This design comes from an exercise in tuning for small area and few clock cycles per item on the open sky130 flow, not from production work. Where RTL was checked, it was by simulation tests only, not by an equivalence proof against the original. Function not checked in run 3: the RTL went through the layout flow alone.

$ cat design/flow/flow/run.sh
#!/bin/bash
# The standard layout (the standard.sh: ORFS synthesis through finish), with one
# change: the buffers that placement puts on every input and output port are the
# platform's smallest plain buffer instead of the cell buffer_ports picks by itself.
set -euo pipefail
export BUFFER_PORTS_ARGS="-buffer_cell sky130_fd_sc_hd__buf_1"
bash standard.sh > standard.log 2>&1
$ cat design/flow/standard.sh
#!/bin/bash
# synth_recipe.tcl (not shown) runs the flow's synth.tcl, then flattens the netlist and writes it again
# the make line also repeats each setting of config.mk as NAME=value (left out here)
make -C /OpenROAD-flow-scripts/flow DESIGN_CONFIG=/design/flow/config.mk WORK_HOME=/design/flow/orfs CLKGATE_MAP_FILE= SYNTH_SCRIPT=/design/flow/synth_recipe.tcl "${@:-finish}"
$ cat design/flow/config.mk
export PLATFORM = sky130hd
export DESIGN_NAME = yuv420_crop_rotate_mirror_address
export DESIGN_NICKNAME = yuv420_crop_rotate_mirror_address
export VERILOG_FILES = /design/flow/design.v
export SDC_FILE = /design/flow/constraint.sdc
export NUM_CORES = 4
export LEC_CHECK = 0
export CAP_MARGIN = 20
export CORE_MARGIN = 2
export CORE_UTILIZATION = 55
export CTS_BUF_LIST = sky130_fd_sc_hd__clkbuf_8
export SLEW_MARGIN = 20
$ cat design/flow/constraint.sdc
create_clock -name core_clock -period 6.0 [get_ports {clk}]
set_input_delay 1.2000 -clock core_clock [delete_from_list [all_inputs] [get_ports {clk}]]
set_output_delay 1.2000 -clock core_clock [all_outputs]
set_load 0.01 [all_outputs]
$ cat design/flow/design.v
package yuvcrm_pkg;
  localparam int DIM_W    = 13;
  localparam int POS_W    = 12;
  localparam int SAMPLE_W = 8;
  localparam int ADDR_W   = 24;
  localparam int PLANE_W  = 2;
  localparam int CFG_DATA_W = 32;
  localparam int CFG_ADDR_W = 5;
  localparam logic [DIM_W-1:0] RST_INPUT_WIDTH  = DIM_W'(640);
  localparam logic [DIM_W-1:0] RST_INPUT_HEIGHT = DIM_W'(480);
  localparam logic [DIM_W-1:0] RST_CROP_WIDTH   = DIM_W'(480);
  localparam logic [DIM_W-1:0] RST_CROP_HEIGHT  = DIM_W'(480);
endpackage
module yuv420_crop_rotate_mirror_address (
  input  logic                                 clk,
  input  logic                                 rst_n,
  input  logic                                 cfg_psel,
  input  logic                                 cfg_penable,
  input  logic                                 cfg_pwrite,
  input  logic [yuvcrm_pkg::CFG_ADDR_W-1:0]    cfg_paddr,
  input  logic [yuvcrm_pkg::CFG_DATA_W-1:0]    cfg_pwdata,
  output logic [yuvcrm_pkg::CFG_DATA_W-1:0]    cfg_prdata,
  output logic                                 cfg_pready,
  input  logic                                 in_tvalid,
  output logic                                 in_tready,
  input  logic [31:0]                          in_tdata,   
  input  logic [yuvcrm_pkg::PLANE_W-1:0]       in_tuser,   
  output logic                                 out_tvalid,
  input  logic                                 out_tready,
  output logic [31:0]                          out_tdata,  
  output logic [yuvcrm_pkg::PLANE_W-1:0]       out_tuser   
);
  localparam int DIM_W    = yuvcrm_pkg::DIM_W;
  localparam int POS_W    = yuvcrm_pkg::POS_W;
  localparam int SAMPLE_W = yuvcrm_pkg::SAMPLE_W;
  localparam int ADDR_W   = yuvcrm_pkg::ADDR_W;
  logic [1:0]       mode_r;
  logic [DIM_W-1:0] in_w_r, in_h_r, crop_w_r, crop_h_r;
  logic             cfg_wr;
  assign cfg_pready = 1'b1;
  assign cfg_wr     = cfg_psel && cfg_penable && cfg_pwrite;
  logic [4:0]       wen;
  logic [1:0]       wd_m;
  logic [DIM_W-1:0] wd_w, wd_h, wd_cw, wd_ch;
  always_comb begin
    for (int k = 0; k < 5; k++) wen[k] = !rst_n || (cfg_wr && cfg_paddr[4:2] == 3'(k));
    wd_m  = rst_n ? cfg_pwdata[1:0] : 2'd0;
    wd_w  = rst_n ? cfg_pwdata[DIM_W-1:0] : yuvcrm_pkg::RST_INPUT_WIDTH;
    wd_h  = rst_n ? cfg_pwdata[DIM_W-1:0] : yuvcrm_pkg::RST_INPUT_HEIGHT;
    wd_cw = rst_n ? cfg_pwdata[DIM_W-1:0] : yuvcrm_pkg::RST_CROP_WIDTH;
    wd_ch = rst_n ? cfg_pwdata[DIM_W-1:0] : yuvcrm_pkg::RST_CROP_HEIGHT;
  end
  always_ff @(posedge clk) begin
    if (wen[0]) mode_r   <= wd_m;
    if (wen[1]) in_w_r   <= wd_w;
    if (wen[2]) in_h_r   <= wd_h;
    if (wen[3]) crop_w_r <= wd_cw;
    if (wen[4]) crop_h_r <= wd_ch;
  end
  always_comb begin
    case (cfg_paddr[4:2])
      3'd0:    cfg_prdata = 32'(mode_r);
      3'd1:    cfg_prdata = 32'(in_w_r);
      3'd2:    cfg_prdata = 32'(in_h_r);
      3'd3:    cfg_prdata = 32'(crop_w_r);
      3'd4:    cfg_prdata = 32'(crop_h_r);
      default: cfg_prdata = '0;
    endcase
  end
  function automatic logic [DIM_W:0] rsub(input logic [DIM_W-1:0] a, input logic [DIM_W-1:0] b);
    logic c;
    logic [DIM_W-1:0] nb;
    nb = ~b;
    c  = 1'b1;
    for (int i = 0; i < DIM_W; i++) begin
      rsub[i] = a[i] ^ nb[i] ^ c;
      c       = (a[i] & nb[i]) | (a[i] & c) | (nb[i] & c);
    end
    rsub[DIM_W] = !c;
  endfunction
  function automatic logic [DIM_W:0] radd(input logic [DIM_W-1:0] a, input logic [DIM_W-1:0] b,
                                          input logic btop);
    logic c;
    c = 1'b0;
    for (int i = 0; i < DIM_W; i++) begin
      radd[i] = a[i] ^ b[i] ^ c;
      c       = (a[i] & b[i]) | (a[i] & c) | (b[i] & c);
    end
    radd[DIM_W] = btop ^ c;
  endfunction
  logic             mode_rot, mode_mir;
  logic [DIM_W-1:0] lim_y, lim_z;
  logic [DIM_W:0]   w_diff, h_diff;
  logic             cfg_ok_r;
  logic [DIM_W-1:0] lo_r;
  assign mode_mir = (mode_r == 2'd2);
  assign mode_rot = (mode_r == 2'd1);
  assign lim_y    = mode_mir ? crop_w_r : crop_h_r;
  assign lim_z    = mode_mir ? crop_h_r : crop_w_r;
  assign w_diff   = rsub(in_w_r, crop_w_r);
  assign h_diff   = rsub(in_h_r, crop_h_r);
  always_ff @(posedge clk) begin
    lo_r     <= mode_mir ? w_diff[DIM_W-1:0] : h_diff[DIM_W-1:0];
    cfg_ok_r <= (mode_r != 2'd3) && !w_diff[DIM_W] && !h_diff[DIM_W] &&
                !(in_w_r[12] && |in_w_r[11:0]) && !(in_h_r[12] && |in_h_r[11:0]);
  end
  logic [POS_W-1:0] in_row, in_col, u, v;
  logic             chroma;
  logic [DIM_W-1:0] lo, yp, lv;
  logic [DIM_W:0]   d_lo, d_hi, d_lv;
  logic             keep;
  logic [POS_W-1:0] mul_a, addend;
  assign in_row = in_tdata[11:0];
  assign in_col = in_tdata[23:12];
  assign chroma = |in_tuser;
  assign u      = mode_mir ? in_col : in_row;
  assign v      = mode_mir ? in_row : in_col;
  assign lo     = chroma ? {1'b0, lo_r[DIM_W-1:1]}  : lo_r;
  assign yp     = chroma ? {1'b0, lim_y[DIM_W-1:1]} : lim_y;
  assign lv     = chroma ? {1'b0, lim_z[DIM_W-1:1]} : lim_z;
  logic [DIM_W+1:0] s_lo, s_hi, s_lv;
  yuvcrm_padd #(.N(DIM_W+1), .KIND(1)) u_sub_lo (
    .a({2'b00, u}), .b(~{1'b0, lo}), .ci(1'b1), .s(s_lo));
  yuvcrm_padd #(.N(DIM_W+1), .KIND(0)) u_sub_hi (
    .a(d_lo), .b(~{1'b0, yp}), .ci(1'b1), .s(s_hi));
  yuvcrm_padd #(.N(DIM_W+1), .KIND(0)) u_sub_lv (
    .a({2'b00, v}), .b(~{1'b0, lv}), .ci(1'b1), .s(s_lv));
  assign d_lo = s_lo[DIM_W:0];
  assign d_hi = s_hi[DIM_W:0];
  assign d_lv = s_lv[DIM_W:0];
  assign keep   = cfg_ok_r && (in_tuser != 2'd3) && !d_lo[DIM_W] && d_hi[DIM_W] && d_lv[DIM_W];
  always_comb begin
    if (mode_mir) begin
      mul_a  = ~d_hi[POS_W-1:0];
      addend = ~d_lv[POS_W-1:0];
    end else if (mode_rot) begin
      mul_a  = v;
      addend = ~d_hi[POS_W-1:0];
    end else begin
      mul_a  = d_lo[POS_W-1:0];
      addend = v;
    end
  end
  logic                v_r;
  logic [1:0]          oplane_r;
  logic [SAMPLE_W-1:0] sample_r;
  logic [5:0]          sel1, sel2, sel3;
  logic [POS_W-1:0]    naddend_r;
  logic                go;
  logic go2, o_v_r;
  assign go2       = !o_v_r || out_tready;
  assign go        = !v_r || go2;
  assign in_tready = go;
  always_ff @(posedge clk) begin
    if (!rst_n) begin
      v_r <= 1'b0;
    end else if (go) begin
      v_r <= in_tvalid && keep;
    end
  end
  always_ff @(posedge clk) begin
    if (go) begin
      oplane_r <= {in_tuser[0], in_tuser[1]};   
      sample_r <= in_tdata[31:24];
      for (int j = 0; j < 6; j++) begin
        sel1[j] <= mul_a[2*j] & ~mul_a[2*j+1];
        sel2[j] <= ~mul_a[2*j] & mul_a[2*j+1];
        sel3[j] <= mul_a[2*j] & mul_a[2*j+1];
      end
      naddend_r <= ~addend;
    end
  end
  logic [DIM_W-1:0] mb;
  logic [DIM_W:0]   mb3;
  logic [DIM_W-1:0] nxs;
  logic [ADDR_W:0]  sum;
  logic             chroma_r;
  always_ff @(posedge clk) begin
    mb  <= (mode_r == 2'd0) ? crop_w_r : crop_h_r;
    mb3 <= radd(mb, {mb[DIM_W-2:0], 1'b0}, mb[DIM_W-1]);
  end
  assign chroma_r = |oplane_r;
  assign nxs      = chroma_r ? {naddend_r, 1'b1} : {1'b1, naddend_r};
  logic pp0_0;
  assign pp0_0 = ~((sel1[0] & mb[0]) | (sel3[0] & mb3[0]));
  logic pp0_1;
  assign pp0_1 = ~((sel1[0] & mb[1]) | (sel2[0] & mb[0]) | (sel3[0] & mb3[1]));
  logic pp0_2;
  assign pp0_2 = ~((sel1[0] & mb[2]) | (sel2[0] & mb[1]) | (sel3[0] & mb3[2]));
  logic pp0_3;
  assign pp0_3 = ~((sel1[0] & mb[3]) | (sel2[0] & mb[2]) | (sel3[0] & mb3[3]));
  logic pp0_4;
  assign pp0_4 = ~((sel1[0] & mb[4]) | (sel2[0] & mb[3]) | (sel3[0] & mb3[4]));
  logic pp0_5;
  assign pp0_5 = ~((sel1[0] & mb[5]) | (sel2[0] & mb[4]) | (sel3[0] & mb3[5]));
  logic pp0_6;
  assign pp0_6 = ~((sel1[0] & mb[6]) | (sel2[0] & mb[5]) | (sel3[0] & mb3[6]));
  logic pp0_7;
  assign pp0_7 = ~((sel1[0] & mb[7]) | (sel2[0] & mb[6]) | (sel3[0] & mb3[7]));
  logic pp0_8;
  assign pp0_8 = ~((sel1[0] & mb[8]) | (sel2[0] & mb[7]) | (sel3[0] & mb3[8]));
  logic pp0_9;
  assign pp0_9 = ~((sel1[0] & mb[9]) | (sel2[0] & mb[8]) | (sel3[0] & mb3[9]));
  logic pp0_10;
  assign pp0_10 = ~((sel1[0] & mb[10]) | (sel2[0] & mb[9]) | (sel3[0] & mb3[10]));
  logic pp0_11;
  assign pp0_11 = ~((sel1[0] & mb[11]) | (sel2[0] & mb[10]) | (sel3[0] & mb3[11]));
  logic pp0_12;
  assign pp0_12 = ~((sel1[0] & mb[12]) | (sel2[0] & mb[11]) | (sel3[0] & mb3[12]));
  logic pp0_13;
  assign pp0_13 = ~((sel2[0] & mb[12]) | (sel3[0] & mb3[13]));
  logic pp1_0;
  assign pp1_0 = ~((sel1[1] & mb[0]) | (sel3[1] & mb3[0]));
  logic pp1_1;
  assign pp1_1 = ~((sel1[1] & mb[1]) | (sel2[1] & mb[0]) | (sel3[1] & mb3[1]));
  logic pp1_2;
  assign pp1_2 = ~((sel1[1] & mb[2]) | (sel2[1] & mb[1]) | (sel3[1] & mb3[2]));
  logic pp1_3;
  assign pp1_3 = ~((sel1[1] & mb[3]) | (sel2[1] & mb[2]) | (sel3[1] & mb3[3]));
  logic pp1_4;
  assign pp1_4 = ~((sel1[1] & mb[4]) | (sel2[1] & mb[3]) | (sel3[1] & mb3[4]));
  logic pp1_5;
  assign pp1_5 = ~((sel1[1] & mb[5]) | (sel2[1] & mb[4]) | (sel3[1] & mb3[5]));
  logic pp1_6;
  assign pp1_6 = ~((sel1[1] & mb[6]) | (sel2[1] & mb[5]) | (sel3[1] & mb3[6]));
  logic pp1_7;
  assign pp1_7 = ~((sel1[1] & mb[7]) | (sel2[1] & mb[6]) | (sel3[1] & mb3[7]));
  logic pp1_8;
  assign pp1_8 = ~((sel1[1] & mb[8]) | (sel2[1] & mb[7]) | (sel3[1] & mb3[8]));
  logic pp1_9;
  assign pp1_9 = ~((sel1[1] & mb[9]) | (sel2[1] & mb[8]) | (sel3[1] & mb3[9]));
  logic pp1_10;
  assign pp1_10 = ~((sel1[1] & mb[10]) | (sel2[1] & mb[9]) | (sel3[1] & mb3[10]));
  logic pp1_11;
  assign pp1_11 = ~((sel1[1] & mb[11]) | (sel2[1] & mb[10]) | (sel3[1] & mb3[11]));
  logic pp1_12;
  assign pp1_12 = ~((sel1[1] & mb[12]) | (sel2[1] & mb[11]) | (sel3[1] & mb3[12]));
  logic pp1_13;
  assign pp1_13 = ~((sel2[1] & mb[12]) | (sel3[1] & mb3[13]));
  logic pp2_0;
  assign pp2_0 = ~((sel1[2] & mb[0]) | (sel3[2] & mb3[0]));
  logic pp2_1;
  assign pp2_1 = ~((sel1[2] & mb[1]) | (sel2[2] & mb[0]) | (sel3[2] & mb3[1]));
  logic pp2_2;
  assign pp2_2 = ~((sel1[2] & mb[2]) | (sel2[2] & mb[1]) | (sel3[2] & mb3[2]));
  logic pp2_3;
  assign pp2_3 = ~((sel1[2] & mb[3]) | (sel2[2] & mb[2]) | (sel3[2] & mb3[3]));
  logic pp2_4;
  assign pp2_4 = ~((sel1[2] & mb[4]) | (sel2[2] & mb[3]) | (sel3[2] & mb3[4]));
  logic pp2_5;
  assign pp2_5 = ~((sel1[2] & mb[5]) | (sel2[2] & mb[4]) | (sel3[2] & mb3[5]));
  logic pp2_6;
  assign pp2_6 = ~((sel1[2] & mb[6]) | (sel2[2] & mb[5]) | (sel3[2] & mb3[6]));
  logic pp2_7;
  assign pp2_7 = ~((sel1[2] & mb[7]) | (sel2[2] & mb[6]) | (sel3[2] & mb3[7]));
  logic pp2_8;
  assign pp2_8 = ~((sel1[2] & mb[8]) | (sel2[2] & mb[7]) | (sel3[2] & mb3[8]));
  logic pp2_9;
  assign pp2_9 = ~((sel1[2] & mb[9]) | (sel2[2] & mb[8]) | (sel3[2] & mb3[9]));
  logic pp2_10;
  assign pp2_10 = ~((sel1[2] & mb[10]) | (sel2[2] & mb[9]) | (sel3[2] & mb3[10]));
  logic pp2_11;
  assign pp2_11 = ~((sel1[2] & mb[11]) | (sel2[2] & mb[10]) | (sel3[2] & mb3[11]));
  logic pp2_12;
  assign pp2_12 = ~((sel1[2] & mb[12]) | (sel2[2] & mb[11]) | (sel3[2] & mb3[12]));
  logic pp2_13;
  assign pp2_13 = ~((sel2[2] & mb[12]) | (sel3[2] & mb3[13]));
  logic pp3_0;
  assign pp3_0 = ~((sel1[3] & mb[0]) | (sel3[3] & mb3[0]));
  logic pp3_1;
  assign pp3_1 = ~((sel1[3] & mb[1]) | (sel2[3] & mb[0]) | (sel3[3] & mb3[1]));
  logic pp3_2;
  assign pp3_2 = ~((sel1[3] & mb[2]) | (sel2[3] & mb[1]) | (sel3[3] & mb3[2]));
  logic pp3_3;
  assign pp3_3 = ~((sel1[3] & mb[3]) | (sel2[3] & mb[2]) | (sel3[3] & mb3[3]));
  logic pp3_4;
  assign pp3_4 = ~((sel1[3] & mb[4]) | (sel2[3] & mb[3]) | (sel3[3] & mb3[4]));
  logic pp3_5;
  assign pp3_5 = ~((sel1[3] & mb[5]) | (sel2[3] & mb[4]) | (sel3[3] & mb3[5]));
  logic pp3_6;
  assign pp3_6 = ~((sel1[3] & mb[6]) | (sel2[3] & mb[5]) | (sel3[3] & mb3[6]));
  logic pp3_7;
  assign pp3_7 = ~((sel1[3] & mb[7]) | (sel2[3] & mb[6]) | (sel3[3] & mb3[7]));
  logic pp3_8;
  assign pp3_8 = ~((sel1[3] & mb[8]) | (sel2[3] & mb[7]) | (sel3[3] & mb3[8]));
  logic pp3_9;
  assign pp3_9 = ~((sel1[3] & mb[9]) | (sel2[3] & mb[8]) | (sel3[3] & mb3[9]));
  logic pp3_10;
  assign pp3_10 = ~((sel1[3] & mb[10]) | (sel2[3] & mb[9]) | (sel3[3] & mb3[10]));
  logic pp3_11;
  assign pp3_11 = ~((sel1[3] & mb[11]) | (sel2[3] & mb[10]) | (sel3[3] & mb3[11]));
  logic pp3_12;
  assign pp3_12 = ~((sel1[3] & mb[12]) | (sel2[3] & mb[11]) | (sel3[3] & mb3[12]));
  logic pp3_13;
  assign pp3_13 = ~((sel2[3] & mb[12]) | (sel3[3] & mb3[13]));
  logic pp4_0;
  assign pp4_0 = ~((sel1[4] & mb[0]) | (sel3[4] & mb3[0]));
  logic pp4_1;
  assign pp4_1 = ~((sel1[4] & mb[1]) | (sel2[4] & mb[0]) | (sel3[4] & mb3[1]));
  logic pp4_2;
  assign pp4_2 = ~((sel1[4] & mb[2]) | (sel2[4] & mb[1]) | (sel3[4] & mb3[2]));
  logic pp4_3;
  assign pp4_3 = ~((sel1[4] & mb[3]) | (sel2[4] & mb[2]) | (sel3[4] & mb3[3]));
  logic pp4_4;
  assign pp4_4 = ~((sel1[4] & mb[4]) | (sel2[4] & mb[3]) | (sel3[4] & mb3[4]));
  logic pp4_5;
  assign pp4_5 = ~((sel1[4] & mb[5]) | (sel2[4] & mb[4]) | (sel3[4] & mb3[5]));
  logic pp4_6;
  assign pp4_6 = ~((sel1[4] & mb[6]) | (sel2[4] & mb[5]) | (sel3[4] & mb3[6]));
  logic pp4_7;
  assign pp4_7 = ~((sel1[4] & mb[7]) | (sel2[4] & mb[6]) | (sel3[4] & mb3[7]));
  logic pp4_8;
  assign pp4_8 = ~((sel1[4] & mb[8]) | (sel2[4] & mb[7]) | (sel3[4] & mb3[8]));
  logic pp4_9;
  assign pp4_9 = ~((sel1[4] & mb[9]) | (sel2[4] & mb[8]) | (sel3[4] & mb3[9]));
  logic pp4_10;
  assign pp4_10 = ~((sel1[4] & mb[10]) | (sel2[4] & mb[9]) | (sel3[4] & mb3[10]));
  logic pp4_11;
  assign pp4_11 = ~((sel1[4] & mb[11]) | (sel2[4] & mb[10]) | (sel3[4] & mb3[11]));
  logic pp4_12;
  assign pp4_12 = ~((sel1[4] & mb[12]) | (sel2[4] & mb[11]) | (sel3[4] & mb3[12]));
  logic pp4_13;
  assign pp4_13 = ~((sel2[4] & mb[12]) | (sel3[4] & mb3[13]));
  logic pp5_0;
  assign pp5_0 = ~((sel1[5] & mb[0]) | (sel3[5] & mb3[0]));
  logic pp5_1;
  assign pp5_1 = ~((sel1[5] & mb[1]) | (sel2[5] & mb[0]) | (sel3[5] & mb3[1]));
  logic pp5_2;
  assign pp5_2 = ~((sel1[5] & mb[2]) | (sel2[5] & mb[1]) | (sel3[5] & mb3[2]));
  logic pp5_3;
  assign pp5_3 = ~((sel1[5] & mb[3]) | (sel2[5] & mb[2]) | (sel3[5] & mb3[3]));
  logic pp5_4;
  assign pp5_4 = ~((sel1[5] & mb[4]) | (sel2[5] & mb[3]) | (sel3[5] & mb3[4]));
  logic pp5_5;
  assign pp5_5 = ~((sel1[5] & mb[5]) | (sel2[5] & mb[4]) | (sel3[5] & mb3[5]));
  logic pp5_6;
  assign pp5_6 = ~((sel1[5] & mb[6]) | (sel2[5] & mb[5]) | (sel3[5] & mb3[6]));
  logic pp5_7;
  assign pp5_7 = ~((sel1[5] & mb[7]) | (sel2[5] & mb[6]) | (sel3[5] & mb3[7]));
  logic pp5_8;
  assign pp5_8 = ~((sel1[5] & mb[8]) | (sel2[5] & mb[7]) | (sel3[5] & mb3[8]));
  logic pp5_9;
  assign pp5_9 = ~((sel1[5] & mb[9]) | (sel2[5] & mb[8]) | (sel3[5] & mb3[9]));
  logic pp5_10;
  assign pp5_10 = ~((sel1[5] & mb[10]) | (sel2[5] & mb[9]) | (sel3[5] & mb3[10]));
  logic pp5_11;
  assign pp5_11 = ~((sel1[5] & mb[11]) | (sel2[5] & mb[10]) | (sel3[5] & mb3[11]));
  logic pp5_12;
  assign pp5_12 = ~((sel1[5] & mb[12]) | (sel2[5] & mb[11]) | (sel3[5] & mb3[12]));
  logic pp5_13;
  assign pp5_13 = ~((sel2[5] & mb[12]) | (sel3[5] & mb3[13]));
  logic fs0;
  logic fc0;
  assign fs0 = nxs[2] ^ pp0_2 ^ pp1_0;
  assign fc0 = (nxs[2] & pp0_2) | (nxs[2] & pp1_0) | (pp0_2 & pp1_0);
  logic fs1;
  logic fc1;
  assign fs1 = nxs[3] ^ pp0_3 ^ pp1_1;
  assign fc1 = (nxs[3] & pp0_3) | (nxs[3] & pp1_1) | (pp0_3 & pp1_1);
  logic fs2;
  logic fc2;
  assign fs2 = nxs[4] ^ pp0_4 ^ pp1_2;
  assign fc2 = (nxs[4] & pp0_4) | (nxs[4] & pp1_2) | (pp0_4 & pp1_2);
  logic fs3;
  logic fc3;
  assign fs3 = pp2_0 ^ fc1 ^ fs2;
  assign fc3 = (pp2_0 & fc1) | (pp2_0 & fs2) | (fc1 & fs2);
  logic fs4;
  logic fc4;
  assign fs4 = nxs[5] ^ pp0_5 ^ pp1_3;
  assign fc4 = (nxs[5] & pp0_5) | (nxs[5] & pp1_3) | (pp0_5 & pp1_3);
  logic fs5;
  logic fc5;
  assign fs5 = pp2_1 ^ fc2 ^ fs4;
  assign fc5 = (pp2_1 & fc2) | (pp2_1 & fs4) | (fc2 & fs4);
  logic fs6;
  logic fc6;
  assign fs6 = nxs[6] ^ pp0_6 ^ pp1_4;
  assign fc6 = (nxs[6] & pp0_6) | (nxs[6] & pp1_4) | (pp0_6 & pp1_4);
  logic fs7;
  logic fc7;
  assign fs7 = pp2_2 ^ pp3_0 ^ fc4;
  assign fc7 = (pp2_2 & pp3_0) | (pp2_2 & fc4) | (pp3_0 & fc4);
  logic fs8;
  logic fc8;
  assign fs8 = fs6 ^ fc5 ^ fs7;
  assign fc8 = (fs6 & fc5) | (fs6 & fs7) | (fc5 & fs7);
  logic fs9;
  logic fc9;
  assign fs9 = nxs[7] ^ pp0_7 ^ pp1_5;
  assign fc9 = (nxs[7] & pp0_7) | (nxs[7] & pp1_5) | (pp0_7 & pp1_5);
  logic fs10;
  logic fc10;
  assign fs10 = pp2_3 ^ pp3_1 ^ fc6;
  assign fc10 = (pp2_3 & pp3_1) | (pp2_3 & fc6) | (pp3_1 & fc6);
  logic fs11;
  logic fc11;
  assign fs11 = fs9 ^ fc7 ^ fs10;
  assign fc11 = (fs9 & fc7) | (fs9 & fs10) | (fc7 & fs10);
  logic fs12;
  logic fc12;
  assign fs12 = nxs[8] ^ pp0_8 ^ pp1_6;
  assign fc12 = (nxs[8] & pp0_8) | (nxs[8] & pp1_6) | (pp0_8 & pp1_6);
  logic fs13;
  logic fc13;
  assign fs13 = pp2_4 ^ pp3_2 ^ pp4_0;
  assign fc13 = (pp2_4 & pp3_2) | (pp2_4 & pp4_0) | (pp3_2 & pp4_0);
  logic fs14;
  logic fc14;
  assign fs14 = fc9 ^ fs12 ^ fs13;
  assign fc14 = (fc9 & fs12) | (fc9 & fs13) | (fs12 & fs13);
  logic fs15;
  logic fc15;
  assign fs15 = fc10 ^ fs14 ^ fc11;
  assign fc15 = (fc10 & fs14) | (fc10 & fc11) | (fs14 & fc11);
  logic fs16;
  logic fc16;
  assign fs16 = nxs[9] ^ pp0_9 ^ pp1_7;
  assign fc16 = (nxs[9] & pp0_9) | (nxs[9] & pp1_7) | (pp0_9 & pp1_7);
  logic fs17;
  logic fc17;
  assign fs17 = pp2_5 ^ pp3_3 ^ pp4_1;
  assign fc17 = (pp2_5 & pp3_3) | (pp2_5 & pp4_1) | (pp3_3 & pp4_1);
  logic fs18;
  logic fc18;
  assign fs18 = fc12 ^ fc13 ^ fs16;
  assign fc18 = (fc12 & fc13) | (fc12 & fs16) | (fc13 & fs16);
  logic fs19;
  logic fc19;
  assign fs19 = fs17 ^ fc14 ^ fs18;
  assign fc19 = (fs17 & fc14) | (fs17 & fs18) | (fc14 & fs18);
  logic fs20;
  logic fc20;
  assign fs20 = nxs[10] ^ pp0_10 ^ pp1_8;
  assign fc20 = (nxs[10] & pp0_10) | (nxs[10] & pp1_8) | (pp0_10 & pp1_8);
  logic fs21;
  logic fc21;
  assign fs21 = pp2_6 ^ pp3_4 ^ pp4_2;
  assign fc21 = (pp2_6 & pp3_4) | (pp2_6 & pp4_2) | (pp3_4 & pp4_2);
  logic fs22;
  logic fc22;
  assign fs22 = pp5_0 ^ fc16 ^ fc17;
  assign fc22 = (pp5_0 & fc16) | (pp5_0 & fc17) | (fc16 & fc17);
  logic fs23;
  logic fc23;
  assign fs23 = fs20 ^ fs21 ^ fc18;
  assign fc23 = (fs20 & fs21) | (fs20 & fc18) | (fs21 & fc18);
  logic fs24;
  logic fc24;
  assign fs24 = fs22 ^ fc19 ^ fs23;
  assign fc24 = (fs22 & fc19) | (fs22 & fs23) | (fc19 & fs23);
  logic fs25;
  logic fc25;
  assign fs25 = nxs[11] ^ pp0_11 ^ pp1_9;
  assign fc25 = (nxs[11] & pp0_11) | (nxs[11] & pp1_9) | (pp0_11 & pp1_9);
  logic fs26;
  logic fc26;
  assign fs26 = pp2_7 ^ pp3_5 ^ pp4_3;
  assign fc26 = (pp2_7 & pp3_5) | (pp2_7 & pp4_3) | (pp3_5 & pp4_3);
  logic fs27;
  logic fc27;
  assign fs27 = pp5_1 ^ fc20 ^ fc21;
  assign fc27 = (pp5_1 & fc20) | (pp5_1 & fc21) | (fc20 & fc21);
  logic fs28;
  logic fc28;
  assign fs28 = fs25 ^ fs26 ^ fc22;
  assign fc28 = (fs25 & fs26) | (fs25 & fc22) | (fs26 & fc22);
  logic fs29;
  logic fc29;
  assign fs29 = fs27 ^ fc23 ^ fs28;
  assign fc29 = (fs27 & fc23) | (fs27 & fs28) | (fc23 & fs28);
  logic fs30;
  logic fc30;
  assign fs30 = nxs[12] ^ pp0_12 ^ pp1_10;
  assign fc30 = (nxs[12] & pp0_12) | (nxs[12] & pp1_10) | (pp0_12 & pp1_10);
  logic fs31;
  logic fc31;
  assign fs31 = pp2_8 ^ pp3_6 ^ pp4_4;
  assign fc31 = (pp2_8 & pp3_6) | (pp2_8 & pp4_4) | (pp3_6 & pp4_4);
  logic fs32;
  logic fc32;
  assign fs32 = pp5_2 ^ fc25 ^ fc26;
  assign fc32 = (pp5_2 & fc25) | (pp5_2 & fc26) | (fc25 & fc26);
  logic fs33;
  logic fc33;
  assign fs33 = fs30 ^ fs31 ^ fc27;
  assign fc33 = (fs30 & fs31) | (fs30 & fc27) | (fs31 & fc27);
  logic fs34;
  logic fc34;
  assign fs34 = fs32 ^ fc28 ^ fs33;
  assign fc34 = (fs32 & fc28) | (fs32 & fs33) | (fc28 & fs33);
  logic fs35;
  logic fc35;
  assign fs35 = pp0_13 ^ pp1_11 ^ pp2_9;
  assign fc35 = (pp0_13 & pp1_11) | (pp0_13 & pp2_9) | (pp1_11 & pp2_9);
  logic fs36;
  logic fc36;
  assign fs36 = pp3_7 ^ pp4_5 ^ pp5_3;
  assign fc36 = (pp3_7 & pp4_5) | (pp3_7 & pp5_3) | (pp4_5 & pp5_3);
  logic fs37;
  logic fc37;
  assign fs37 = fc30 ^ fc31 ^ fs35;
  assign fc37 = (fc30 & fc31) | (fc30 & fs35) | (fc31 & fs35);
  logic fs38;
  logic fc38;
  assign fs38 = fs36 ^ fc32 ^ fs37;
  assign fc38 = (fs36 & fc32) | (fs36 & fs37) | (fc32 & fs37);
  logic fs39;
  logic fc39;
  assign fs39 = fc33 ^ fs38 ^ fc34;
  assign fc39 = (fc33 & fs38) | (fc33 & fc34) | (fs38 & fc34);
  logic fs40;
  logic fc40;
  assign fs40 = pp1_12 ^ pp2_10 ^ pp3_8;
  assign fc40 = (pp1_12 & pp2_10) | (pp1_12 & pp3_8) | (pp2_10 & pp3_8);
  logic fs41;
  logic fc41;
  assign fs41 = pp4_6 ^ pp5_4 ^ fc35;
  assign fc41 = (pp4_6 & pp5_4) | (pp4_6 & fc35) | (pp5_4 & fc35);
  logic fs42;
  logic fc42;
  assign fs42 = fc36 ^ fs40 ^ fc37;
  assign fc42 = (fc36 & fs40) | (fc36 & fc37) | (fs40 & fc37);
  logic fs43;
  logic fc43;
  assign fs43 = fs41 ^ fc38 ^ fs42;
  assign fc43 = (fs41 & fc38) | (fs41 & fs42) | (fc38 & fs42);
  logic fs44;
  logic fc44;
  assign fs44 = pp1_13 ^ pp2_11 ^ pp3_9;
  assign fc44 = (pp1_13 & pp2_11) | (pp1_13 & pp3_9) | (pp2_11 & pp3_9);
  logic fs45;
  logic fc45;
  assign fs45 = pp4_7 ^ pp5_5 ^ fc40;
  assign fc45 = (pp4_7 & pp5_5) | (pp4_7 & fc40) | (pp5_5 & fc40);
  logic fs46;
  logic fc46;
  assign fs46 = fs44 ^ fc41 ^ fs45;
  assign fc46 = (fs44 & fc41) | (fs44 & fs45) | (fc41 & fs45);
  logic fs47;
  logic fc47;
  assign fs47 = fc42 ^ fs46 ^ fc43;
  assign fc47 = (fc42 & fs46) | (fc42 & fc43) | (fs46 & fc43);
  logic fs48;
  logic fc48;
  assign fs48 = pp2_12 ^ pp3_10 ^ pp4_8;
  assign fc48 = (pp2_12 & pp3_10) | (pp2_12 & pp4_8) | (pp3_10 & pp4_8);
  logic fs49;
  logic fc49;
  assign fs49 = pp5_6 ^ fc44 ^ fs48;
  assign fc49 = (pp5_6 & fc44) | (pp5_6 & fs48) | (fc44 & fs48);
  logic fs50;
  logic fc50;
  assign fs50 = fc45 ^ fs49 ^ fc46;
  assign fc50 = (fc45 & fs49) | (fc45 & fc46) | (fs49 & fc46);
  logic fs51;
  logic fc51;
  assign fs51 = pp2_13 ^ pp3_11 ^ pp4_9;
  assign fc51 = (pp2_13 & pp3_11) | (pp2_13 & pp4_9) | (pp3_11 & pp4_9);
  logic fs52;
  logic fc52;
  assign fs52 = pp5_7 ^ fc48 ^ fs51;
  assign fc52 = (pp5_7 & fc48) | (pp5_7 & fs51) | (fc48 & fs51);
  logic fs53;
  logic fc53;
  assign fs53 = fc49 ^ fs52 ^ fc50;
  assign fc53 = (fc49 & fs52) | (fc49 & fc50) | (fs52 & fc50);
  logic fs54;
  logic fc54;
  assign fs54 = pp3_12 ^ pp4_10 ^ pp5_8;
  assign fc54 = (pp3_12 & pp4_10) | (pp3_12 & pp5_8) | (pp4_10 & pp5_8);
  logic fs55;
  logic fc55;
  assign fs55 = fc51 ^ fs54 ^ fc52;
  assign fc55 = (fc51 & fs54) | (fc51 & fc52) | (fs54 & fc52);
  logic fs56;
  logic fc56;
  assign fs56 = pp3_13 ^ pp4_11 ^ pp5_9;
  assign fc56 = (pp3_13 & pp4_11) | (pp3_13 & pp5_9) | (pp4_11 & pp5_9);
  logic fs57;
  logic fc57;
  assign fs57 = fc54 ^ fs56 ^ fc55;
  assign fc57 = (fc54 & fs56) | (fc54 & fc55) | (fs56 & fc55);
  logic fs58;
  logic fc58;
  assign fs58 = pp4_12 ^ pp5_10 ^ fc56;
  assign fc58 = (pp4_12 & pp5_10) | (pp4_12 & fc56) | (pp5_10 & fc56);
  logic fs59;
  logic fc59;
  assign fs59 = pp4_13 ^ pp5_11 ^ fc58;
  assign fc59 = (pp4_13 & pp5_11) | (pp4_13 & fc58) | (pp5_11 & fc58);
  logic [24:0] ra, rb;
  assign ra = {1'b1, pp5_13, pp5_12, fs59, fs58, fs57, fs55, fs53, fs50, fs47, fs43, fs39, fc29, fc24, fs24, fs19, fs15, fc8, fs8, fc3, fs3, fc0, fs0, nxs[1], nxs[0]};
  assign rb = {1'b1, 1'b1, fc59, 1'b1, fc57, 1'b1, fc53, 1'b1, fc47, 1'b1, fc39, 1'b1, fs34, fs29, 1'b1, fc15, 1'b1, fs11, 1'b1, fs5, 1'b1, fs1, 1'b1, pp0_1, pp0_0};
  logic [24:0] cp, cg;
  assign cp = ra ^ rb;
  assign cg = ra & rb;
  logic cg0c;
  assign cg0c = cg[0] | cp[0];
  logic pg0;
  assign pg0 = cg[1] | (cp[1] & cg0c);
  logic pp0x;
  assign pp0x = cp[1] & cp[0];
  logic pg1;
  assign pg1 = cg[3] | (cp[3] & cg[2]);
  logic pp1x;
  assign pp1x = cp[3] & cp[2];
  logic pg2;
  assign pg2 = cg[5] | (cp[5] & cg[4]);
  logic pp2x;
  assign pp2x = cp[5] & cp[4];
  logic pg3;
  assign pg3 = cg[7] | (cp[7] & cg[6]);
  logic pp3x;
  assign pp3x = cp[7] & cp[6];
  logic pg4;
  assign pg4 = cg[9] | (cp[9] & cg[8]);
  logic pp4x;
  assign pp4x = cp[9] & cp[8];
  logic pg5;
  assign pg5 = cg[11] | (cp[11] & cg[10]);
  logic pp5x;
  assign pp5x = cp[11] & cp[10];
  logic pg6;
  assign pg6 = cg[13] | (cp[13] & cg[12]);
  logic pp6x;
  assign pp6x = cp[13] & cp[12];
  logic pg7;
  assign pg7 = cg[15] | (cp[15] & cg[14]);
  logic pp7x;
  assign pp7x = cp[15] & cp[14];
  logic pg8;
  assign pg8 = cg[17] | (cp[17] & cg[16]);
  logic pp8x;
  assign pp8x = cp[17] & cp[16];
  logic pg9;
  assign pg9 = cg[19] | (cp[19] & cg[18]);
  logic pp9x;
  assign pp9x = cp[19] & cp[18];
  logic pg10;
  assign pg10 = cg[21] | (cp[21] & cg[20]);
  logic pp10x;
  assign pp10x = cp[21] & cp[20];
  logic pg11;
  assign pg11 = cg[23] | (cp[23] & cg[22]);
  logic pp11x;
  assign pp11x = cp[23] & cp[22];
  logic pg12;
  assign pg12 = pg1 | (pp1x & pg0);
  logic pp12x;
  assign pp12x = pp1x & pp0x;
  logic pg13;
  assign pg13 = pg3 | (pp3x & pg2);
  logic pp13x;
  assign pp13x = pp3x & pp2x;
  logic pg14;
  assign pg14 = pg5 | (pp5x & pg4);
  logic pp14x;
  assign pp14x = pp5x & pp4x;
  logic pg15;
  assign pg15 = pg7 | (pp7x & pg6);
  logic pp15x;
  assign pp15x = pp7x & pp6x;
  logic pg16;
  assign pg16 = pg9 | (pp9x & pg8);
  logic pp16x;
  assign pp16x = pp9x & pp8x;
  logic pg17;
  assign pg17 = pg11 | (pp11x & pg10);
  logic pp17x;
  assign pp17x = pp11x & pp10x;
  logic pg18;
  assign pg18 = pg13 | (pp13x & pg12);
  logic pp18x;
  assign pp18x = pp13x & pp12x;
  logic pg19;
  assign pg19 = pg15 | (pp15x & pg14);
  logic pp19x;
  assign pp19x = pp15x & pp14x;
  logic pg20;
  assign pg20 = pg17 | (pp17x & pg16);
  logic pp20x;
  assign pp20x = pp17x & pp16x;
  logic pg21;
  assign pg21 = pg19 | (pp19x & pg18);
  logic pp21x;
  assign pp21x = pp19x & pp18x;
  logic pg22;
  assign pg22 = pg20 | (pp20x & pg21);
  logic pp22x;
  assign pp22x = pp20x & pp21x;
  logic pg23;
  assign pg23 = pg14 | (pp14x & pg18);
  logic pp23x;
  assign pp23x = pp14x & pp18x;
  logic pg24;
  assign pg24 = pg16 | (pp16x & pg21);
  logic pp24x;
  assign pp24x = pp16x & pp21x;
  logic pg25;
  assign pg25 = pg2 | (pp2x & pg12);
  logic pp25x;
  assign pp25x = pp2x & pp12x;
  logic pg26;
  assign pg26 = pg4 | (pp4x & pg18);
  logic pp26x;
  assign pp26x = pp4x & pp18x;
  logic pg27;
  assign pg27 = pg6 | (pp6x & pg23);
  logic pp27x;
  assign pp27x = pp6x & pp23x;
  logic pg28;
  assign pg28 = pg8 | (pp8x & pg21);
  logic pp28x;
  assign pp28x = pp8x & pp21x;
  logic pg29;
  assign pg29 = pg10 | (pp10x & pg24);
  logic pp29x;
  assign pp29x = pp10x & pp24x;
  logic pg30;
  assign pg30 = cg[2] | (cp[2] & pg0);
  logic pp30x;
  assign pp30x = cp[2] & pp0x;
  logic pg31;
  assign pg31 = cg[4] | (cp[4] & pg12);
  logic pp31x;
  assign pp31x = cp[4] & pp12x;
  logic pg32;
  assign pg32 = cg[6] | (cp[6] & pg25);
  logic pp32x;
  assign pp32x = cp[6] & pp25x;
  logic pg33;
  assign pg33 = cg[8] | (cp[8] & pg18);
  logic pp33x;
  assign pp33x = cp[8] & pp18x;
  logic pg34;
  assign pg34 = cg[10] | (cp[10] & pg26);
  logic pp34x;
  assign pp34x = cp[10] & pp26x;
  logic pg35;
  assign pg35 = cg[12] | (cp[12] & pg23);
  logic pp35x;
  assign pp35x = cp[12] & pp23x;
  logic pg36;
  assign pg36 = cg[14] | (cp[14] & pg27);
  logic pp36x;
  assign pp36x = cp[14] & pp27x;
  logic pg37;
  assign pg37 = cg[16] | (cp[16] & pg21);
  logic pp37x;
  assign pp37x = cp[16] & pp21x;
  logic pg38;
  assign pg38 = cg[18] | (cp[18] & pg28);
  logic pp38x;
  assign pp38x = cp[18] & pp28x;
  logic pg39;
  assign pg39 = cg[20] | (cp[20] & pg24);
  logic pp39x;
  assign pp39x = cp[20] & pp24x;
  logic pg40;
  assign pg40 = cg[22] | (cp[22] & pg29);
  logic pp40x;
  assign pp40x = cp[22] & pp29x;
  logic pg41;
  assign pg41 = cg[24] | (cp[24] & pg22);
  logic pp41x;
  assign pp41x = cp[24] & pp22x;
  assign sum = {~(cp[24] ^ pg22), ~(cp[23] ^ pg40), ~(cp[22] ^ pg29), ~(cp[21] ^ pg39), ~(cp[20] ^ pg24), ~(cp[19] ^ pg38), ~(cp[18] ^ pg28), ~(cp[17] ^ pg37), ~(cp[16] ^ pg21), ~(cp[15] ^ pg36), ~(cp[14] ^ pg27), ~(cp[13] ^ pg35), ~(cp[12] ^ pg23), ~(cp[11] ^ pg34), ~(cp[10] ^ pg26), ~(cp[9] ^ pg33), ~(cp[8] ^ pg18), ~(cp[7] ^ pg32), ~(cp[6] ^ pg25), ~(cp[5] ^ pg31), ~(cp[4] ^ pg12), ~(cp[3] ^ pg30), ~(cp[2] ^ pg0), ~(cp[1] ^ cg0c), cp[0]};
  logic [1:0]          o_oplane_r;
  logic [SAMPLE_W-1:0] o_sample_r;
  logic [ADDR_W-1:0]   o_addr_r;
  always_ff @(posedge clk) begin
    if (!rst_n) begin
      o_v_r <= 1'b0;
    end else if (go2) begin
      o_v_r <= v_r;
    end
  end
  always_ff @(posedge clk) begin
    if (go2) begin
      o_oplane_r <= oplane_r;
      o_sample_r <= sample_r;
      o_addr_r   <= chroma_r ? sum[ADDR_W:1] : sum[ADDR_W-1:0];
    end
  end
  assign out_tvalid = o_v_r;
  assign out_tuser  = o_oplane_r;
  assign out_tdata  = {o_sample_r, o_addr_r};
endmodule
module yuvcrm_padd #(parameter int N = 14, parameter int KIND = 1) (
  input  logic [N-1:0] a,
  input  logic [N-1:0] b,
  input  logic         ci,
  output logic [N:0]   s
);
  localparam int L = (N <= 2) ? 1 : (N <= 4) ? 2 : (N <= 8) ? 3 : (N <= 16) ? 4 : 5;
  logic [N-1:0] g [0:2*L+1];
  logic [N-1:0] p [0:2*L+1];
  logic [N-1:0] pb, gb;
  assign pb = a ^ b;
  assign gb = a & b;
  always_comb begin
    g[0] = gb;
    p[0] = pb;
    g[0][0] = gb[0] | (pb[0] & ci);
    for (int l = 0; l < 2*L+1; l++) begin
      g[l+1] = g[l];
      p[l+1] = p[l];
    end
    if (KIND == 0) begin
      for (int l = 0; l < L; l++) begin
        g[l+1] = g[l];
        p[l+1] = p[l];
        for (int i = 0; i < N; i++)
          if ((i >> l) & 1) begin
            g[l+1][i] = g[l][i] | (p[l][i] & g[l][((i >> l) << l) - 1]);
            p[l+1][i] = p[l][i] & p[l][((i >> l) << l) - 1];
          end
      end
      for (int l = L; l < 2*L+1; l++) begin
        g[l+1] = g[l];
        p[l+1] = p[l];
      end
    end else if (KIND == 1) begin
      for (int l = 0; l < L; l++) begin
        g[l+1] = g[l];
        p[l+1] = p[l];
        for (int i = (2 << l) - 1; i < N; i += (2 << l)) begin
          g[l+1][i] = g[l][i] | (p[l][i] & g[l][i - (1 << l)]);
          p[l+1][i] = p[l][i] & p[l][i - (1 << l)];
        end
      end
      for (int l = L - 1; l >= 0; l--) begin
        g[2*L-l] = g[2*L-l-1];
        p[2*L-l] = p[2*L-l-1];
        for (int i = (3 << l) - 1; i < N; i += (2 << l)) begin
          g[2*L-l][i] = g[2*L-l-1][i] | (p[2*L-l-1][i] & g[2*L-l-1][i - (1 << l)]);
          p[2*L-l][i] = p[2*L-l-1][i] & p[2*L-l-1][i - (1 << l)];
        end
      end
      g[2*L+1] = g[2*L];
      p[2*L+1] = p[2*L];
    end else begin
      for (int i = 1; i < N; i++) begin
        g[1][i] = g[1][i] | (p[1][i] & g[1][i-1]);
      end
      for (int l = 1; l < 2*L+1; l++) begin
        g[l+1] = g[l];
        p[l+1] = p[l];
      end
    end
  end
  always_comb begin
    s[0] = pb[0] ^ ci;
    for (int i = 1; i < N; i++) s[i] = pb[i] ^ g[2*L+1][i-1];
    s[N] = g[2*L+1][N-1];
  end
endmodule
==> impl_metrics.py, run 1 <==
metrics = {
    "finish": {
        "fin_area_um2": 14800,
        "nets": 1666,
        "syn2layout_area_growth_pct": 9.13,
        "drive_above_1_share": 0.0930,
        "n_antenna_cell": 0,
    },
    "timing": {
        "final_max_slew_viol_count": 0,
        "worst_pin_slew_ns": 0.909,
        "slew_headroom": 0.392,
        "fin_crit_ns": 5.78,
        "rsz0062_at_grt": "false",
        "hold_viol": 0,
        "fmax_mhz": 173,
        "finalCritPeriodShare": 0.963,
        "setup_viol_count_final": 0,
        "fin_worst_skew_ns": 0.0186,
        "finalSetupTns_ns": 0,
    },
    "grt": {
        "antenna_found_initial": 0,
        "grt_pass1_vias": 10232,
        "grt_max_degree": 55,
        "grt_overflow_total": 0,
        "grt_usage": 0.277,
        "grt_pass1_wl_mm": 55.3,
    },
    "clock_tree": {
        "cts_buffer_depth": 2,
        "cts_num_sinks": 171,
        "insertion_delay_ns": 0.47,
        "cts_root_buffer": "clkbuf_8",
        "cts_buffers": 17,
        "path_clk_slew_ns": 0.11,
        "tritoncts": "built",
        "cts_max_level": 4,
    },
    "yosys": {
        "ys_warn_count": 7,
        "yosysTopAreaCell": "edfxtp_1",
        "synth_most_common_cell": "inv_1",
        "synth_cell_types": 60,
        "synth_edf_count": 128,
        "synth_cells": 1322,
        "ys_seq_elements": 171,
        "yosys-top-cells-count": "inv_1, nand2_1, edfxtp_1",
        "ys_seq_area_frac": 0.348,
        "netlist_area_um2": 13500,
        "synth_flop_cell": "edfxtp_1",
        "synth-async-reset-ratio": 0,
        "synth_top_cell_area_share": 0.284,
        "syn_area_per_cell_um2": 10.2,
        "synth_area_leaders": "edfxtp_1, fa_1, dfxtp_1, a222oi_1, mux2i_1",
    },
    "floorplanning": {
        "die_w_um": 161,
        "pin_count": 147,
        "die_h_um": 161,
        "die-area_um2": 25900,
        "rows": 57,
        "initial_utilization": 0.558,
        "fp.coreArea_um2": 24200,
    },
    "drt": {
        "drt_iter0_drc": 1121,
        "drtPass1Iterations": 13,
        "vias": 10153,
        "wire_per_inst_um": 19.7,
        "wl_mm": 34.5,
        "drc": 0,
        "ant_nets": 0,
        "route.detailed.vias_per_inst": 5.79,
    },
    "placed_design": {
        "numPortBuffers": 105,
        "post-dp-hpwl_mm": 27.0,
        "place_area_um2": 14300,
        "gp_congestion": 0.912,
    },
    "hold_path": {
        "hold_class": "register to register",
    },
    "worst_setup_path": {
        "critPathKind": "register to register",
        "required_ns": 6.39,
        "cp-end-kind": "register",
        "start_kind": "register",
        "worstPathArrival_ns": 6.17,
        "cp_max_fo": 4,
    },
    "status": {
        "status": "complete, no violations",
    },
    "flow_run": {
        "maxCapViolations": 0,
    },
}
## stage by stage
stage	util	setup WS [ns]	std cells	hold WS [ns]
floorplan	-	0.306	1340	0.378
global placement	0.590	0.162	1719	0.402
detailed placement	0.590	0.154	1719	0.405
CTS	0.607	0.111	1751	0.420
global route	0.609	0.00590	1754	0.423
finish	0.609	0.222	1754	0.419
## state kept, by name, summed over array words and instances (netlist names), 2 cells and up
register and cells:
mode_r 2, in_w_r 13, mb3 14, oplane_r 2
in_h_r 13, sel2 6, o_sample_r 8, crop_w_r 13
mb 13, naddend_r 12, sel3 6, lo_r 13
sample_r 8, o_addr_r 24, crop_h_r 13, o_oplane_r 2
sel1 6
## per-layer routing
| metal | GRT usage | share of wire |
|---|---|---|
| met4 | 0.0917 | 0.029 |
| met3 | 0.0354 | 0.059 |
| met5 | 0 | 0 |
| met1 | 0.354 | 0.41 |
| met2 | 0.490 | 0.50 |
## worst paths after layout
kind,to,slack [ns],start,cells past startpoint
max,cfg_ok_r,0.22,crop_w_r[0],16
min,o_sample_r[1],0.42,sample_r[1],0
max reg2reg,cfg_ok_r,0.22,crop_w_r[0],16
min reg2reg,o_sample_r[1],0.42,sample_r[1],0
## cell usage in the layout, fill, tap and decap left out, types with 25 or more instances in the layout
| cell | n |
|---|---|
| ha_1 | 56 |
| nand2_1 | 156 |
| nor2_1 | 57 |
| buf_1 | 105 |
| a21oi_1 | 45 |
| mux2_2 | 37 |
| dfxtp_1 | 43 |
| edfxtp_1 | 128 |
| and2_1 | 25 |
| o21ai_0 | 68 |
| a222oi_1 | 72 |
| fa_1 | 111 |
| buf_4 | 48 |
| inv_1 | 171 |
| mux2i_1 | 71 |
## logic make-up (layout without fill, tap and decap cells)
kind of cell             Yosys count  in the layout  synth area share
XOR/XNOR                          28             28            0.0181
flip-flops                       171            171             0.348
other                              2             20          0.000555
multiplexers                     108            108            0.0834
buffers and inverters            266            356            0.0806
adder cells (fa/ha/maj)          171            171             0.222
AND/OR/NAND/NOR                  306            306             0.101
AO/OA/AOI/OAI                    270            270             0.146
## what timing repair did
item,4_1_cts,5_1_grt
buffers inserted,0,3
hold buffers,0,0
setup endpoints to repair,0,1
gates resized for setup,0,4
## worst max-delay path: stages (launching register included)
cell and delay (ns):
edfxtp_1 0.45, ha_1 0.22, fa_1 0.41, fa_2 0.36, fa_1 0.40, fa_1 0.40
fa_1 0.40, fa_1 0.41, fa_2 0.39, fa_1 0.39, fa_1 0.38, fa_1 0.39
fa_1 0.39, fa_1 0.36, nor2_1 0.11, nand2_1 0.06, nor3_1 0.18
## layout make-up
class | instances | area, µm²
inverter | 171 | 642
clock buffer | 17 | 234
timing repair buffer | 153 | 754
tap | 324 | 405
clock inverter | 15 | 191
multi-input combinational | 903 | 7820
sequential | 171 | 4700
fill | 2150 | 9490
Testbench counts, summed over its fixed seeds: cycles 58,814, items 58,788.
==> inputs of run 2 (changes only) <==
==> design/flow/flow/run.sh (replaced) <==
#!/bin/bash
# The standard layout (the standard.sh: ORFS synthesis through finish), with two
# changes: the buffers that placement puts on every input and output port are the
# platform's smallest plain buffer instead of the cell buffer_ports picks by itself, and
# after global routing ORFS's power recovery resizes gates off the critical paths down.
set -euo pipefail
export BUFFER_PORTS_ARGS="-buffer_cell sky130_fd_sc_hd__buf_1"
export RECOVER_POWER=100
bash standard.sh > standard.log 2>&1
--- a/design/flow/config.mk
+++ b/design/flow/config.mk
@@ -5,8 +5,9 @@
 export SDC_FILE = /design/flow/constraint.sdc
 export NUM_CORES = 4
 export LEC_CHECK = 0
+export ABC_AREA = 1
 export CAP_MARGIN = 20
 export CORE_MARGIN = 2
-export CORE_UTILIZATION = 55
+export CORE_UTILIZATION = 40
 export CTS_BUF_LIST = sky130_fd_sc_hd__clkbuf_8
 export SLEW_MARGIN = 20
==> run 2 against run 1 <==
Compared with the run above: now fails the layout checks on max-capacitance violations, max-slew violations; fmax shrank 0.51%; register-to-register slack worse by 0.03 ns; critical path depth rose by 1; non-clock buffer count decreased by 23.
==> impl_metrics.py, run 2 <==
metrics = {
    "timing": {
        "worst_pin_slew_ns": 2.02,
        "fmax_mhz": 172,
        "finalCritPeriodShare": 0.968,
        "slew_headroom": -0.351,
        "rsz0062_at_grt": "false",
        "setup_viol_count_final": 0,
        "hold_viol": 0,
        "fin_worst_skew_ns": 0.0219,
        "finalSetupTns_ns": 0,
        "fin_crit_ns": 5.81,
        "final_max_slew_viol_count": 93,
        "fin_ws_ns": 0.193,
    },
    "clock_tree": {
        "cts_buffers": 17,
        "path_clk_slew_ns": 0.10,
        "hold_buffers": 0,
        "tritoncts": "built",
        "cts_max_level": 4,
        "insertion_delay_ns": 0.50,
        "cts_buffer_depth": 2,
        "cts_root_buffer": "clkbuf_8",
        "cts_num_sinks": 171,
    },
    "worst_setup_path": {
        "cp_common_cell": "fa_1",
        "required_ns": 6.42,
        "crit_chain": "inv_1, ha_1, fa_1, fa_1, fa_1, fa_1, fa_1, fa_1, fa_1, fa_1, fa_1, fa_1, fa_1, fa_1, nor2_1, o21ai_0, nor3_1",
        "worstPathArrival_ns": 6.23,
        "start_kind": "register",
        "cpMaxStageDelayCell": "fa_1",
        "cp_max_fo": 2,
        "critPathKind": "register to register",
        "crit_path_max_incr_delay_ns": 0.40,
        "cp_top_family": "adder cells",
        "cp-end-kind": "register",
        "r2r_slack_ns": 0.19,
        "crit_buf_inv": 1,
    },
    "yosys": {
        "synth_cell_types": 46,
        "ys_warn_count": 7,
        "synth_most_common_cell": "nand2_1",
        "synthSimpleGateAreaFrac": 0.155,
        "ys_seq_elements": 171,
        "syn_area_per_cell_um2": 8.60,
        "netlist_area_um2": 13600,
        "synth_edf_count": 128,
        "yosysTopAreaCell": "edfxtp_1",
        "synth_top_family_by_area": "adder cells",
        "synth_top_cell_area_share": 0.283,
        "synth_area_leaders": "edfxtp_1, fa_1, nand2_1, inv_1, dfxtp_1",
        "yosys-top-cells-count": "nand2_1, inv_1, edfxtp_1",
        "synth.mux.area_fraction": 0.0206,
        "synth_compound_area_frac": 0.132,
        "synth-async-reset-ratio": 0,
        "synth-xor-area-share": 0.0135,
        "synth_flop_cell": "edfxtp_1",
        "ys_seq_area_frac": 0.346,
        "synth_cells": 1580,
        "synth_fa_ha_area_frac": 0.221,
    },
    "grt": {
        "grt_overflow_total": 0,
        "grt_pass1_wl_mm": 56.4,
        "grt_usage": 0.207,
        "antenna_found_initial": 2,
        "grt_max_degree": 73,
        "grt_pass1_vias": 10326,
    },
    "hold_path": {
        "hold_class": "register to register",
    },
    "placed_design": {
        "numPortBuffers": 105,
        "pre_cts_slack_ns": 0.148,
        "gp_congestion": 0.933,
        "post-dp-hpwl_mm": 28.3,
        "place_area_um2": 14300,
    },
    "drt": {
        "vias": 10695,
        "wl_met3_mm": 2.20,
        "drt_iter0_drc": 764,
        "drtPass1Iterations": 5,
        "wl_met1_mm": 16.3,
        "wire_per_inst_um": 16.7,
        "top_layer": "met4",
        "wl_met2_mm": 15.9,
        "wl_mm": 35.3,
        "route.detailed.vias_per_inst": 5.05,
        "ant_nets": 0,
        "drc": 0,
    },
    "finish": {
        "utilization": 0.439,
        "largest_register_ffs": 24,
        "top_register": "o_addr_r",
        "syn2layout_area_growth_pct": 8.29,
        "nets": 1906,
        "drive_above_1_share": 0.0395,
        "final_common_cell": "nand2_1",
        "mostFrequentLayoutCells": "nand2_1, inv_1, edfxtp_1, o21ai_0, fa_1",
        "fin_area_um2": 14700,
        "reg_top3": "o_addr_r x24, mb3 x14",
    },
    "floorplanning": {
        "die_w_um": 188,
        "rows": 67,
        "initial_utilization": 0.405,
        "die_h_um": 188,
        "pin_count": 147,
        "fp.coreArea_um2": 33500,
        "die-area_um2": 35500,
    },
    "status": {
        "violatedChecks": "max-capacitance violations, max-slew violations",
        "status": "complete, but fails checks",
    },
    "flow_run": {
        "maxCapViolations": 3,
    },
}
[run 2: changes by cell type after synthesis, moves of 43 or more]
cell      change
mux2i_1      -43
inv_1       +107
nand2_1     +211
o21ai_0      +58
a222oi_1     -72
nand3_1      +57
[run 2: final timing paths]
path | start | to | cells after the start
setup reg to reg | in_h_r[0] | cfg_ok_r | 17
hold reg to reg | sample_r[4] | o_sample_r[4] | 0
hold / removal | sample_r[4] | o_sample_r[4] | 0
setup / recovery | in_h_r[0] | cfg_ok_r | 17
[run 2: layout make-up]
class	count	area, µm²
fillers	3287	18800
multi-input cells	1058	7450
flip-flops and latches	171	4700
inverters	279	1050
well taps	448	561
repair buffers	130	556
clock buffers	17	234
clock inverters	15	159
diodes	1	2.50
[run 2: worst register-to-register path, cell delays in order (launching register included)]
cell and delay [ns]:
edfxtp_1 0.36, inv_1 0.05, ha_1 0.20, fa_1 0.38, fa_1 0.39, fa_1 0.39
fa_1 0.40, fa_1 0.40, fa_1 0.40, fa_1 0.40, fa_1 0.40, fa_1 0.39
fa_1 0.39, fa_1 0.39, fa_1 0.36, nor2_1 0.13, o21ai_0 0.10, nor3_1 0.18
[run 2: kinds of logic (layout without fill, tap and decap cells)]
family / count (synthesis) / count (layout)
AO/OA/AOI/OAI: 296 / 296
flip-flops: 171 / 171
multiplexers: 28 / 28
other: 2 / 21
XOR/XNOR: 21 / 21
buffers and inverters: 369 / 441
AND/OR/NAND/NOR: 522 / 522
adder cells (fa/ha/maj): 171 / 171
[run 2: layer usage]
metal,global-route usage,vias up
met1,0.291,5043
met5,0,-
li1,-,5245
met3,0.0345,52
met4,0.0670,0
met2,0.326,355
[run 2: what timing repair did]
item	in CTS	in global routing
resized for setup	0	2
buffers inserted	0	3
setup endpoints to repair	0	1
[run 2: metrics by stage]
stage / hold WS, ns / instances
floorplan: 0.354 / 1598
global placement: 0.401 / 2083
detailed placement: 0.405 / 2083
CTS: 0.429 / 2115
global route: 0.441 / 2118
finish: 0.428 / 2119
==> inputs of run 3 (changes only) <==
--- a/design/flow/design.v
+++ b/design/flow/design.v
@@ -78,15 +78,14 @@
     end
     rsub[DIM_W] = !c;
   endfunction
-  function automatic logic [DIM_W:0] radd(input logic [DIM_W-1:0] a, input logic [DIM_W-1:0] b,
-                                          input logic btop);
+  function automatic logic [7:0] radd7(input logic [6:0] a, input logic [6:0] b, input logic ci);
     logic c;
-    c = 1'b0;
-    for (int i = 0; i < DIM_W; i++) begin
-      radd[i] = a[i] ^ b[i] ^ c;
-      c       = (a[i] & b[i]) | (a[i] & c) | (b[i] & c);
+    c = ci;
+    for (int i = 0; i < 7; i++) begin
+      radd7[i] = a[i] ^ b[i] ^ c;
+      c        = (a[i] & b[i]) | (a[i] & c) | (b[i] & c);
     end
-    radd[DIM_W] = btop ^ c;
+    radd7[7] = c;
   endfunction
   logic             mode_rot, mode_mir;
   logic [DIM_W-1:0] lim_y, lim_z;
@@ -175,9 +174,16 @@
   logic [DIM_W-1:0] nxs;
   logic [ADDR_W:0]  sum;
   logic             chroma_r;
+  logic [DIM_W:0] b1, b2;
+  logic [7:0]     mb3_hi;
+  logic           mb3_c;
+  assign mb = (mode_r == 2'd0) ? crop_w_r : crop_h_r;
+  assign b1 = {1'b0, mb};
+  assign b2 = {mb, 1'b0};
+  assign mb3_hi = radd7(b1[DIM_W:7], b2[DIM_W:7], mb3_c);
   always_ff @(posedge clk) begin
-    mb  <= (mode_r == 2'd0) ? crop_w_r : crop_h_r;
-    mb3 <= radd(mb, {mb[DIM_W-2:0], 1'b0}, mb[DIM_W-1]);
+    {mb3_c, mb3[6:0]} <= radd7(b1[6:0], b2[6:0], 1'b0);
+    mb3[DIM_W:7]      <= mb3_hi[6:0];
   end
   assign chroma_r = |oplane_r;
   assign nxs      = chroma_r ? {naddend_r, 1'b1} : {1'b1, naddend_r};
==> design/flow/flow/run.sh (replaced) <==
#!/bin/bash
# The standard layout (the standard.sh: ORFS synthesis through finish), with one
# change: the buffers that placement puts on every input and output port are the
# platform's smallest plain buffer instead of the cell buffer_ports picks by itself.
set -euo pipefail
export BUFFER_PORTS_ARGS="-buffer_cell sky130_fd_sc_hd__buf_1"
bash standard.sh > standard.log 2>&1
==> run 3 against run 2 <==
Compared with the run above: now clean on timing, DRC and antenna; fmax rose by 0.61%; core utilization rose by 2.0 points; register-to-register slack improved by 0.04 ns; sequential share of layout area fell by 2.1 points; via count fell by 0.56%; sequential cell count fell by 12.
==> impl_metrics.py, run 3 <==
metrics = {
    "yosys": {
        "yosysTopAreaCell": "edfxtp_1",
        "synth_flop_cell": "edfxtp_1",
        "synth_edf_count": 128,
        "yosys-top-cells-count": "inv_1, nand2_1, edfxtp_1",
        "synth_top_cell_area_share": 0.290,
        "netlist_area_um2": 13200,
        "synth_area_leaders": "edfxtp_1, fa_1, inv_1, nand2_1, ha_1",
        "synth_most_common_cell": "inv_1",
        "synth_cell_types": 45,
        "ys_warn_count": 7,
        "synth-async-reset-ratio": 0,
        "synth_cells": 1498,
        "syn_area_per_cell_um2": 8.84,
        "ys_seq_elements": 159,
        "ys_seq_area_frac": 0.337,
    },
    "clock_tree": {
        "cts_max_level": 4,
        "cts_root_buffer": "clkbuf_8",
        "path_clk_slew_ns": 0.10,
        "cts_buffer_depth": 2,
        "cts_buffers": 17,
        "cts_num_sinks": 159,
        "tritoncts": "built",
        "insertion_delay_ns": 0.51,
    },
    "timing": {
        "hold_viol": 0,
        "whs_ns": 0.423,
        "finalSetupTns_ns": 0,
        "slew_headroom": 0.438,
        "finalCritPeriodShare": 0.962,
        "setup_viol_count_final": 0,
        "fin_ws_ns": 0.228,
        "fmax_mhz": 173,
        "final_max_slew_viol_count": 0,
        "fin_crit_ns": 5.77,
        "fin_worst_skew_ns": 0.0198,
        "worst_pin_slew_ns": 0.837,
    },
    "drt": {
        "wl_met3_mm": 2.31,
        "drc": 0,
        "ant_nets": 0,
        "wire_per_inst_um": 17.6,
        "drtPass1Iterations": 5,
        "top_layer": "met4",
        "route.detailed.vias_per_inst": 5.11,
        "wl_mm": 36.7,
        "drt_iter0_drc": 980,
        "wl_met2_mm": 16.2,
        "vias": 10635,
        "wl_met1_mm": 16.7,
    },
    "finish": {
        "n_antenna_cell": 0,
        "mostFrequentLayoutCells": "inv_1, nand2_1, edfxtp_1, o21ai_0, buf_1",
        "final_common_cell": "inv_1",
        "syn2layout_area_growth_pct": 12.7,
        "reg_top3": "o_addr_r x24, mb3 x14",
        "instances_no_fill": 2080,
        "top_register": "o_addr_r",
        "drive_above_1_share": 0.0922,
        "nets": 1876,
        "largest_register_ffs": 24,
    },
    "placed_design": {
        "gp_congestion": 0.960,
        "post-dp-hpwl_mm": 29.5,
        "dp.cells": 2030,
        "pre_cts_slack_ns": 0.120,
        "numPortBuffers": 105,
    },
    "floorplanning": {
        "die_h_um": 186,
        "die-area_um2": 34600,
        "rows": 66,
        "fp.coreArea_um2": 32500,
        "die_w_um": 186,
        "initial_utilization": 0.407,
        "pin_count": 147,
    },
    "hold_path": {
        "hold_class": "register to register",
    },
    "grt": {
        "grt_max_degree": 66,
        "grt_usage": 0.221,
        "grt_overflow_total": 0,
        "grt_pass1_vias": 10101,
        "antenna_found_initial": 0,
        "grt_pass1_wl_mm": 56.8,
    },
    "worst_setup_path": {
        "required_ns": 6.43,
        "start_kind": "register",
        "cp-end-kind": "register",
        "worstPathArrival_ns": 6.20,
        "cp_max_fo": 3,
        "critPathKind": "register to register",
    },
    "status": {
        "status": "complete, no violations",
    },
    "flow_run": {
        "maxCapViolations": 0,
    },
}
## run 3: final cells by class
class | instances | area (µm²)
Clock buffer | 17 | 234
Clock inverter | 15 | 163
Fill cell | 3208 | 17600
Inverter | 311 | 1170
Multi-Input combinational cell | 968 | 7420
Sequential cell | 159 | 4460
Tap cell | 442 | 553
Timing Repair Buffer | 168 | 926
## run 3: cell families (layout without fill, tap and decap cells)
kind of cell	Yosys count	in the layout	share of synthesized area
muxes	30	30	0.0227
adders and majority gates	173	173	0.228
DFF	159	159	0.337
xor gates and xnor gates	24	24	0.0159
AOI/OAI and AO/OA	342	342	0.161
buffers and inverters	389	511	0.120
and+or+nand+nor	379	379	0.115
other	2	20	0.000567
## run 3: what timing repair did
action	in CTS	in global routing
resized for setup	0	36
setup endpoints to repair	0	4
buffers inserted	0	16
hold buffers	0	0
## run 3: metrics by stage
stage / area, µm² / util
floorplan: 13300 / -
global placement: 14200 / 0.437
detailed placement: 14200 / 0.437
CTS: 14600 / 0.449
global route: 14900 / 0.459
finish: 14900 / 0.459
## run 3: worst paths after layout
path | end | slack, ns | depth (start not counted) | from
max | cfg_ok_r | 0.23 | 17 | in_w_r[0]
min | o_sample_r[6] | 0.42 | 0 | sample_r[6]
max reg2reg | cfg_ok_r | 0.23 | 17 | in_w_r[0]
min reg2reg | o_sample_r[6] | 0.42 | 0 | sample_r[6]
## run 3: critical path, cell delays in order, from the launching register on
cell and delay [ns]:
edfxtp_1 0.39, inv_1 0.06, ha_1 0.20, fa_1 0.38, fa_1 0.39, fa_1 0.40
fa_1 0.39, fa_1 0.39, fa_1 0.40, fa_2 0.36, fa_1 0.40, fa_1 0.39
fa_1 0.39, fa_1 0.39, fa_1 0.36, nor2_1 0.14, o21ai_0 0.10, nor3_1 0.15
## run 3: routing by layer
layer,vias up,track usage
met5,-,0
met4,0,0.0995
met3,76,0.0419
met2,402,0.338
met1,4978,0.303
li1,5179,-

static timing again, ports no longer ideal:
No port has a modelled driver above. Below, the same layouts with a new extraction and two added sets of constraints.
Step 1, drivers: a clkbuf_16 drives clk and a buf_2 each remaining input, both assumed.
Step 2 adds t to the input delays and takes it off the output delays; t is the mean of the earliest and latest rising clock arrival at the registers after step 1. Input paths then give back, and output paths get back, about the clock's delay inside the block.
a / b / c = no drivers / after step 1 / after step 2; a / b = the first two.
run	shift t [ns]	slack for setup (ns)	hold WS [ns]	worst register clock-pin slew, ns
run 1	0.506	0.222 / 0.222 / 0.196	0.419 / 0.419 / 0.419	0.11 / 0.11
run 2	0.535	0.193 / 0.193 / 0.002	0.428 / 0.428 / 0.428	0.11 / 0.11
run 3	0.538	0.228 / 0.228 / 0.228	0.423 / 0.423 / 0.423	0.10 / 0.10
For run 2, which loses most, drivers alone change the setup slack by 0.000 ns; drivers and shift together by -0.191 ns.
